Source: an optimization exercise on an open RTL-to-GDS flow (aim: small area and a short achievable clock period). Production flows keep margins and buffers that such runs may drop. Function was checked by simulation only, so behaviour that the tests miss may differ from the original. Power and IR drop assume default switching activity.

Design btb_sat, start of the top module:
module btb_sat #(
   parameter int ENTRIES  = 8,
   parameter int IDX_W    = 3,
   parameter int PC_W     = 32,
   parameter int CNT_W    = 2,
   parameter int CNT_INIT = 2
) (
   input  logic            clk,
   input  logic            reset,
   input  logic [PC_W-1:0] pc_in,
   output logic            hit,
   output logic            token,
   output logic [PC_W-1:0] next_pc_out,
   input  logic            is_req_pc,
   input  logic [PC_W-1:0] req_pc,
   input  logic [PC_W-1:0] predict_target,
   input  logic            req_taken,
   input  logic            flush
);
Size in the first run: about 530 flip-flops, roughly 140 I/O pins.
Settings: LEC_CHECK=0, ABC_CLOCK_PERIOD_IN_PS=4000, CAP_MARGIN=20, CORE_MARGIN=2, CORE_UTILIZATION=68, SETUP_SLACK_MARGIN=2.5, SLEW_MARGIN=20; clock period 8.0 ns.
standard.sh (not shown) runs the stock make flow with config.mk's settings and CLKGATE_MAP_FILE= SYNTH_SCRIPT=/design/flow/synth_recipe.tcl, a recipe that flattens the netlist after the stock synthesis.
==> flow/flow/run.sh <==
#!/bin/bash
set -euo pipefail
export BUFFER_PORTS_ARGS="-buffer_cell sky130_fd_sc_hd__buf_2"
export CTS_ARGS="-sink_clustering_enable -repair_clock_nets -dont_use_dummy_load -sink_clustering_size 25 -sink_clustering_max_diameter 90"
PLATFORM_DONT_USE="sky130_fd_sc_hd__probe_p_8 sky130_fd_sc_hd__probec_p_8 sky130_fd_sc_hd__lpflow_bleeder_1 sky130_fd_sc_hd__lpflow_clkbufkapwr_1 sky130_fd_sc_hd__lpflow_clkbufkapwr_16 sky130_fd_sc_hd__lpflow_clkbufkapwr_2 sky130_fd_sc_hd__lpflow_clkbufkapwr_4 sky130_fd_sc_hd__lpflow_clkbufkapwr_8 sky130_fd_sc_hd__lpflow_clkinvkapwr_1 sky130_fd_sc_hd__lpflow_clkinvkapwr_16 sky130_fd_sc_hd__lpflow_clkinvkapwr_2 sky130_fd_sc_hd__lpflow_clkinvkapwr_4 sky130_fd_sc_hd__lpflow_clkinvkapwr_8 sky130_fd_sc_hd__lpflow_decapkapwr_12 sky130_fd_sc_hd__lpflow_decapkapwr_3 sky130_fd_sc_hd__lpflow_decapkapwr_4 sky130_fd_sc_hd__lpflow_decapkapwr_6 sky130_fd_sc_hd__lpflow_decapkapwr_8 sky130_fd_sc_hd__lpflow_inputiso0n_1 sky130_fd_sc_hd__lpflow_inputiso0p_1 sky130_fd_sc_hd__lpflow_inputiso1n_1 sky130_fd_sc_hd__lpflow_inputiso1p_1 sky130_fd_sc_hd__lpflow_inputisolatch_1 sky130_fd_sc_hd__lpflow_isobufsrc_1 sky130_fd_sc_hd__lpflow_isobufsrc_16 sky130_fd_sc_hd__lpflow_isobufsrc_2 sky130_fd_sc_hd__lpflow_isobufsrc_4 sky130_fd_sc_hd__lpflow_isobufsrc_8 sky130_fd_sc_hd__lpflow_isobufsrckapwr_16 sky130_fd_sc_hd__lpflow_lsbuf_lh_hl_isowell_tap_1 sky130_fd_sc_hd__lpflow_lsbuf_lh_hl_isowell_tap_2 sky130_fd_sc_hd__lpflow_lsbuf_lh_hl_isowell_tap_4 sky130_fd_sc_hd__lpflow_lsbuf_lh_isowell_4 sky130_fd_sc_hd__lpflow_lsbuf_lh_isowell_tap_1 sky130_fd_sc_hd__lpflow_lsbuf_lh_isowell_tap_2 sky130_fd_sc_hd__lpflow_lsbuf_lh_isowell_tap_4"
EXTRA_DONT_USE="sky130_fd_sc_hd__nor4_1 sky130_fd_sc_hd__nor4_2 sky130_fd_sc_hd__nor4_4 sky130_fd_sc_hd__nor4b_1 sky130_fd_sc_hd__nor4b_2 sky130_fd_sc_hd__nor4b_4 sky130_fd_sc_hd__nor4bb_1 sky130_fd_sc_hd__nor4bb_2 sky130_fd_sc_hd__nor4bb_4"
bash standard.sh "DONT_USE_CELLS=$PLATFORM_DONT_USE $EXTRA_DONT_USE" finish > standard.log 2>&1
Edit:
==> flow/flow/run.sh (replaced) <==
#!/bin/bash
set -euo pipefail
export BUFFER_PORTS_ARGS="-buffer_cell sky130_fd_sc_hd__buf_2"
export CTS_ARGS="-sink_clustering_enable -repair_clock_nets -dont_use_dummy_load -sink_clustering_size 20 -sink_clustering_max_diameter 80"
bash standard.sh > standard.log 2>&1
CORE_UTILIZATION = 65   (was 68)
SETUP_SLACK_MARGIN = 3.0   (was 2.5)
Result:
- The changed run produced a clean layout
- non-clock buffer count grows by 41
- setup slack gets worse by 0.036 ns
- hold slack gains 0.048 ns
- design area increases by 3.8%
- power climbs by 2.7%
- wire length goes up by 4.3%
- sequential power barely changes
- utilization came out higher by 0.52 points
- global-route usage is higher by 0.40 points
- final cell count is higher by 4.4%
- via count increases by 3.4%
Edit:
==> flow/run.sh (new file) <==
#!/bin/bash
# synth_recipe.tcl (not shown) runs the flow's synth.tcl, then flattens the netlist and writes it again
# the make line also repeats each setting of config.mk as NAME=value (left out here)
make -C /OpenROAD-flow-scripts/flow DESIGN_CONFIG=/design/flow/config.mk WORK_HOME=/design/flow/orfs CLKGATE_MAP_FILE= SYNTH_SCRIPT=/design/flow/synth_recipe.tcl finish
CTS_BUF_LIST = sky130_fd_sc_hd__clkbuf_8   (was default)
CTS_CLUSTER_SIZE = 30   (was default)
removed: flow/flow/run.sh
removed: flow/standard.sh
Result:
- die area does not change
- wire length came out higher by roughly a tenth
- register-to-register slack gets better by 0.71 ns
- maximum frequency goes down by a few percent
- non-clock buffer count came out higher by 181
- core utilization increases by 7.9 points
- count of clock-buffer cells in the layout rose by 54

==> static timing again, ports no longer ideal <==
In the flow no input, the clock included, has a driving cell. The finished layouts below were timed again as built, in two steps.
Step 1: set_driving_cell puts a clkbuf_16 on clk and a buf_2 on each other input, an assumption about the parent block.
Step 2 also shifts input and output timing later by t, the mid clock arrival at the registers, as if the neighbouring blocks saw the same clock.
a / b / c = ideal / step 1 / step 2; a / b = the first two.
run | t (ns) | slack for setup (ns) | clock arrival spread, ns | slew at the worst register clock pin (ns) | cell pins on the clock port's net
the first run | 0.641 | 2.423 / 2.402 / 2.171 | 0.089 / 0.088 | 0.11 / 0.11 | 1
the second run | 0.657 | 2.387 / 2.324 / 2.324 | 0.048 / 0.048 | 0.09 / 0.09 | 1
the third run | 0.765 | 2.155 / 2.106 / 2.106 | 0.057 / 0.056 | 0.08 / 0.08 | 1
After both steps every run listed still meets setup and hold. For the first run, which loses most, drivers alone change the setup slack by -0.021 ns; drivers and shift together by -0.252 ns.
